Background: an optimization exercise with open tools, aiming at small area, a short achievable clock period and few clock cycles per item. Do not read the settings as production practice.
Where RTL was checked, it was by simulation tests only, not by an equivalence proof against the original.
No activity file was given, so power comes from the tool's default toggle rates.

==> flow/design.v <==
package ostb_pkg;
    localparam int TIMER_COUNT_DEF = 16;
    localparam int PERIOD_BITS_DEF = 16;
    localparam int CMD_BITS    = 3;
    localparam int INDEX_BITS  = 4;
    localparam int PERIOD_W    = 16;
    localparam int MASK_BITS   = 16;
    localparam int PRESC_BITS  = 8;
    localparam logic [PRESC_BITS-1:0] PRESCALE_RESET = 8'd100;
    typedef enum logic [CMD_BITS-1:0] {
        CMD_TICK       = 3'd0,
        CMD_CONFIGURE  = 3'd1,
        CMD_START      = 3'd2,
        CMD_STOP       = 3'd3,
        CMD_DEINIT     = 3'd4,
        CMD_CLEAR_FLAG = 3'd5,
        CMD_QUERY      = 3'd6,
        CMD_DEINIT_ALL = 3'd7
    } t_cmd;
    typedef enum logic [2:0] {
        S_IDLE,
        S_EXEC,
        S_START_WR,
        S_PASS,
        S_FINISH
    } t_state;
    typedef struct packed {
        logic active;    
        logic expired;   
    } t_step;
endpackage
module ostb_ram #(
    parameter int WIDTH = 16,
    parameter int DEPTH = 16,
    localparam int AW   = (DEPTH > 1) ? $clog2(DEPTH) : 1
) (
    input  logic             i_clk,
    input  logic             i_we,
    input  logic [AW-1:0]    i_waddr,
    input  logic [WIDTH-1:0] i_wdata,
    input  logic [AW-1:0]    i_raddr,
    output logic [WIDTH-1:0] o_rdata
);
    logic [WIDTH-1:0] r_mem [DEPTH];
    logic [WIDTH-1:0] r_rdata;
    always_ff @(posedge i_clk) begin
        if (i_we) begin
            r_mem[i_waddr] <= i_wdata;
        end
        r_rdata <= r_mem[i_raddr];
    end
    assign o_rdata = r_rdata;
endmodule
module ostb_step #(
    parameter int PERIOD_BITS = 16
) (
    input  logic [PERIOD_BITS-1:0] i_period,
    input  logic [PERIOD_BITS-1:0] i_remaining,
    output logic [PERIOD_BITS-1:0] o_remaining,
    output ostb_pkg::t_step        o_res
);
    always_comb begin
        o_res.active  = (i_period != '0) && (i_remaining != '0);
        o_remaining   = i_remaining - PERIOD_BITS'(1);
        o_res.expired = o_res.active && (o_remaining == '0);
    end
endmodule
module one_shot_timer_bank #(
    parameter int TIMER_COUNT = ostb_pkg::TIMER_COUNT_DEF,
    parameter int PERIOD_BITS = ostb_pkg::PERIOD_BITS_DEF
) (
    input  logic                            i_clk,
    input  logic                            i_rst_n,
    input  logic                            i_cfg_we,
    input  logic [ostb_pkg::PRESC_BITS-1:0] i_cfg_wdata,
    input  logic                            i_cmd_valid,
    output logic                            o_cmd_ready,
    input  logic [ostb_pkg::CMD_BITS-1:0]   i_cmd,
    input  logic [ostb_pkg::INDEX_BITS-1:0] i_cmd_index,
    input  logic [ostb_pkg::PERIOD_W-1:0]   i_cmd_period,
    input  logic                            i_cmd_cben,
    output logic                            o_res_valid,
    input  logic                            i_res_ready,
    output logic                            o_res_pass_done,
    output logic [ostb_pkg::MASK_BITS-1:0]  o_res_expired_mask,
    output logic [ostb_pkg::MASK_BITS-1:0]  o_res_fire_mask,
    output logic                            o_res_elapsed
);
    localparam int NT = 16;
    localparam int PB = 16;
    localparam logic [2:0] CMD_TICK       = 3'd0;
    localparam logic [2:0] CMD_CONFIGURE  = 3'd1;
    localparam logic [2:0] CMD_START      = 3'd2;
    localparam logic [2:0] CMD_STOP       = 3'd3;
    localparam logic [2:0] CMD_DEINIT     = 3'd4;
    localparam logic [2:0] CMD_CLEAR_FLAG = 3'd5;
    localparam logic [2:0] CMD_QUERY      = 3'd6;
    localparam logic [2:0] CMD_DEINIT_ALL = 3'd7;
    logic [7:0]    r_limit;
    logic [7:0]    r_presc;
    logic          r_pn;        
    logic          n_pn;
    logic [PB-1:0] r_p [NT];
    logic [PB-1:0] r_r [NT];
    logic [NT-1:0] r_pnz;       
    logic [NT-1:0] r_rnz;       
    logic [NT-1:0] r_flag;
    logic [NT-1:0] r_cben;
    logic          r_ov;
    logic          r_o_pass, r_o_el;
    logic [NT-1:0] r_o_exp, r_o_fire;
    logic          acc;
    logic          c_tick, c_cfg, c_start, c_stop, c_deinit, c_clr, c_dall, c_keep;
    logic          pass;
    logic [NT-1:0] sel;
    logic [NT-1:0] active, last, expd, dec;
    logic [PB-1:0] zlo [NT];
    logic [NT-1:0] n_flag, n_pnz, n_rnz;
    logic          elapsed;
    logic          out_free;
    function automatic logic [PB-1:0] zeros_below(input logic [PB-1:0] v);
        logic [PB-1:0] z;
        z[0] = 1'b1;
        for (int k = 1; k < PB; k++) z[k] = z[k-1] & !v[k-1];
        zeros_below = z;
    endfunction
    assign out_free = !r_ov | i_res_ready;
    assign acc      = i_cmd_valid & out_free;
    always_comb begin
        c_tick   = acc && (i_cmd == CMD_TICK);
        c_cfg    = acc && (i_cmd == CMD_CONFIGURE);
        c_start  = acc && (i_cmd == CMD_START);
        c_stop   = acc && (i_cmd == CMD_STOP);
        c_deinit = acc && (i_cmd == CMD_DEINIT);
        c_clr    = acc && (i_cmd == CMD_CLEAR_FLAG);
        c_dall   = acc && (i_cmd == CMD_DEINIT_ALL);
        c_keep   = (i_cmd == CMD_TICK) || (i_cmd == CMD_START) ||
                   (i_cmd == CMD_STOP) || (i_cmd == CMD_QUERY);
        pass     = c_tick & r_pn;
        sel      = NT'(1) << i_cmd_index;
    end
    always_comb begin
        for (int t = 0; t < NT; t++) begin
            active[t] = r_pnz[t] & r_rnz[t];
            last[t]   = active[t] & (r_r[t] == PB'(1));
            expd[t]   = pass & last[t];
            zlo[t]    = zeros_below(r_r[t]);
            dec[t]    = pass & active[t];
            n_flag[t] = r_flag[t] | expd[t];
            n_pnz[t]  = r_pnz[t];
            n_rnz[t]  = r_rnz[t] & !expd[t];
            if (sel[t] & c_cfg) begin
                n_pnz[t]  = (i_cmd_period != '0);
                n_flag[t] = 1'b0;
            end
            if (sel[t] & c_start) n_rnz[t] = r_pnz[t];
            if (sel[t] & c_stop)  n_rnz[t] = 1'b0;
            if ((sel[t] & c_deinit) | c_dall) begin
                n_pnz[t]  = 1'b0;
                n_rnz[t]  = 1'b0;
                n_flag[t] = 1'b0;
            end
            if (sel[t] & c_clr) n_flag[t] = 1'b0;
        end
        elapsed = c_keep & (r_flag[i_cmd_index] | (pass & last[i_cmd_index]));
    end
    always_ff @(posedge i_clk) begin
        for (int t = 0; t < NT; t++) begin
            if (sel[t] & c_cfg) begin
                r_p[t]    <= i_cmd_period;
                r_cben[t] <= i_cmd_cben;
            end
            r_r[t] <= (sel[t] & c_start) ? r_p[t] : r_r[t] ^ ({PB{dec[t]}} & zlo[t]);
        end
    end
    always_ff @(posedge i_clk) begin
        if (out_free) begin
            r_o_pass <= pass;
            r_o_exp  <= expd;
            r_o_fire <= expd & r_cben;
            r_o_el   <= elapsed;
        end
    end
    always_comb begin
        if (i_cfg_we)    n_pn = ({1'b0, r_presc} + 9'd1 >= {1'b0, i_cfg_wdata});
        else if (pass)   n_pn = (8'd1 >= r_limit);
        else if (c_tick) n_pn = ({1'b0, r_presc} + 9'd2 >= {1'b0, r_limit});
        else             n_pn = r_pn;
    end
    always_ff @(posedge i_clk) begin
        if (!i_rst_n) begin
            r_ov    <= 1'b0;
            r_limit <= 8'd100;
            r_presc <= '0;
            r_pn    <= 1'b0;
            r_pnz   <= '0;
            r_rnz   <= '0;
            r_flag  <= '0;
        end else begin
            r_ov    <= acc | (r_ov & !i_res_ready);
            r_pnz   <= n_pnz;
            r_rnz   <= n_rnz;
            r_flag  <= n_flag;
            r_pn    <= n_pn;
            if (i_cfg_we) begin
                r_limit <= i_cfg_wdata;
            end
            if (c_tick) begin
                r_presc <= pass ? 8'd0 : r_presc + 8'd1;
            end
        end
    end
    assign o_cmd_ready        = out_free;
    assign o_res_valid        = r_ov;
    assign o_res_pass_done    = r_o_pass;
    assign o_res_expired_mask = r_o_exp;
    assign o_res_fire_mask    = r_o_fire;
    assign o_res_elapsed      = r_o_el;
endmodule
clock: 5.0 ns
lec_check: 0
abc_area: 1
cap_margin: 20
core_margin: 2
core_utilization: 40
place_density: 0.6
setup_slack_margin: 2.6
slew_margin: 20
run.sh (not shown) runs the stock make flow with config.mk's settings and CLKGATE_MAP_FILE= SYNTH_SCRIPT=/design/flow/synth_recipe.tcl, a recipe that flattens the netlist after the stock synthesis.
Next try:
--- a/flow/design.v
+++ b/flow/design.v
@@ -94,40 +94,42 @@
     localparam logic [2:0] CMD_STOP       = 3'd3;
     localparam logic [2:0] CMD_DEINIT     = 3'd4;
     localparam logic [2:0] CMD_CLEAR_FLAG = 3'd5;
     localparam logic [2:0] CMD_QUERY      = 3'd6;
     localparam logic [2:0] CMD_DEINIT_ALL = 3'd7;
+    logic          r_rdy;
     logic [7:0]    r_limit;
     logic [7:0]    r_presc;
     logic          r_pn;        
     logic          n_pn;
     logic [PB-1:0] r_p [NT];
     logic [PB-1:0] r_r [NT];
     logic [NT-1:0] r_pnz;       
     logic [NT-1:0] r_rnz;       
     logic [NT-1:0] r_flag;
     logic [NT-1:0] r_cben;
-    logic          r_ov;
+    logic          r_ov, r_sv;
     logic          r_o_pass, r_o_el;
     logic [NT-1:0] r_o_exp, r_o_fire;
+    logic          r_s_pass, r_s_el;
+    logic [NT-1:0] r_s_exp;
     logic          acc;
     logic          c_tick, c_cfg, c_start, c_stop, c_deinit, c_clr, c_dall, c_keep;
     logic          pass;
     logic [NT-1:0] sel;
     logic [NT-1:0] active, last, expd, dec;
     logic [PB-1:0] zlo [NT];
     logic [NT-1:0] n_flag, n_pnz, n_rnz;
     logic          elapsed;
-    logic          out_free;
+    logic          out_free, n_ov, n_sv;
     function automatic logic [PB-1:0] zeros_below(input logic [PB-1:0] v);
         logic [PB-1:0] z;
         z[0] = 1'b1;
         for (int k = 1; k < PB; k++) z[k] = z[k-1] & !v[k-1];
         zeros_below = z;
     endfunction
-    assign out_free = !r_ov | i_res_ready;
-    assign acc      = i_cmd_valid & out_free;
+    assign acc = i_cmd_valid & r_rdy;
     always_comb begin
         c_tick   = acc && (i_cmd == CMD_TICK);
         c_cfg    = acc && (i_cmd == CMD_CONFIGURE);
         c_start  = acc && (i_cmd == CMD_START);
         c_stop   = acc && (i_cmd == CMD_STOP);
@@ -171,35 +173,62 @@
                 r_cben[t] <= i_cmd_cben;
             end
             r_r[t] <= (sel[t] & c_start) ? r_p[t] : r_r[t] ^ ({PB{dec[t]}} & zlo[t]);
         end
     end
-    always_ff @(posedge i_clk) begin
+    always_comb begin
+        out_free = !r_ov | i_res_ready;
+        n_ov = r_ov;
+        n_sv = r_sv;
         if (out_free) begin
-            r_o_pass <= pass;
-            r_o_exp  <= expd;
-            r_o_fire <= expd & r_cben;
-            r_o_el   <= elapsed;
+            n_ov = r_sv | acc;
+            n_sv = r_sv & acc;
+        end else if (acc) begin
+            n_sv = 1'b1;
+        end
+    end
+    always_ff @(posedge i_clk) begin
+        if (out_free) begin
+            if (r_sv) begin
+                r_o_pass <= r_s_pass;
+                r_o_exp  <= r_s_exp;
+                r_o_fire <= r_s_exp & r_cben;
+                r_o_el   <= r_s_el;
+            end else begin
+                r_o_pass <= pass;
+                r_o_exp  <= expd;
+                r_o_fire <= expd & r_cben;
+                r_o_el   <= elapsed;
+            end
+        end
+        if (acc & !out_free) begin
+            r_s_pass <= pass;
+            r_s_exp  <= expd;
+            r_s_el   <= elapsed;
         end
     end
     always_comb begin
         if (i_cfg_we)    n_pn = ({1'b0, r_presc} + 9'd1 >= {1'b0, i_cfg_wdata});
         else if (pass)   n_pn = (8'd1 >= r_limit);
         else if (c_tick) n_pn = ({1'b0, r_presc} + 9'd2 >= {1'b0, r_limit});
         else             n_pn = r_pn;
     end
     always_ff @(posedge i_clk) begin
         if (!i_rst_n) begin
+            r_rdy   <= 1'b1;
             r_ov    <= 1'b0;
+            r_sv    <= 1'b0;
             r_limit <= 8'd100;
             r_presc <= '0;
             r_pn    <= 1'b0;
             r_pnz   <= '0;
             r_rnz   <= '0;
             r_flag  <= '0;
         end else begin
-            r_ov    <= acc | (r_ov & !i_res_ready);
+            r_ov    <= n_ov;
+            r_sv    <= n_sv;
+            r_rdy   <= !(n_ov & n_sv);
             r_pnz   <= n_pnz;
             r_rnz   <= n_rnz;
             r_flag  <= n_flag;
             r_pn    <= n_pn;
             if (i_cfg_we) begin
@@ -208,11 +237,11 @@
             if (c_tick) begin
                 r_presc <= pass ? 8'd0 : r_presc + 8'd1;
             end
         end
     end
-    assign o_cmd_ready        = out_free;
+    assign o_cmd_ready        = r_rdy;
     assign o_res_valid        = r_ov;
     assign o_res_pass_done    = r_o_pass;
     assign o_res_expired_mask = r_o_exp;
     assign o_res_fire_mask    = r_o_fire;
     assign o_res_elapsed      = r_o_el;
After rerunning:
- The new run completed without violations
- combinational power goes up by about 6%
- power rose by 3.8%
- count of clock-buffer cells in the layout went up by 2
- global-route usage is about the same
- sequential power is higher by 3.6%
- via count climbs by about 3.7%
- hold slack is about the same
- sequential share of layout area increases by 1.6 points
- die area increases by about 3%
- critical path depth went up by 6
- wire length climbs by 4.2%
- cell area grows by 0.42%
- area after synthesis rose by about 3%
- synthesized cell count increases by 4.1%
Testbench counts after the change, summed over its fixed seeds: cycles 4,808, items 4,800.
The RTL of the first run of this note was laid out without a check of its function.

==> re-timing with driven ports <==
No port has a modelled driver above. Below, the same layouts with a new extraction and two added sets of constraints. Step 1: set_driving_cell puts a clkbuf_16 on i_clk and a buf_2 on each other input, an assumption about the parent block. Step 2 moves the port delays by t, midway between the first and last clock arrival at a register: inputs arrive t later, outputs are due t later. That takes back most of the time a late clock gives input paths. a / b / c = ideal / step 1 / step 2; a / b = the first two.
| run | t, ns | setup WS [ns] | worst setup path at the end |
|---|---|---|---|
| the first run | 0.660 | 2.612 / 2.563 / 1.913 | input to register |
| the second run | 0.675 | 2.650 / 2.595 / 1.957 | input to register |
After both steps every run listed still meets setup and hold. For the first run, which loses most, drivers alone change the setup slack by -0.049 ns; drivers and shift together by -0.699 ns.
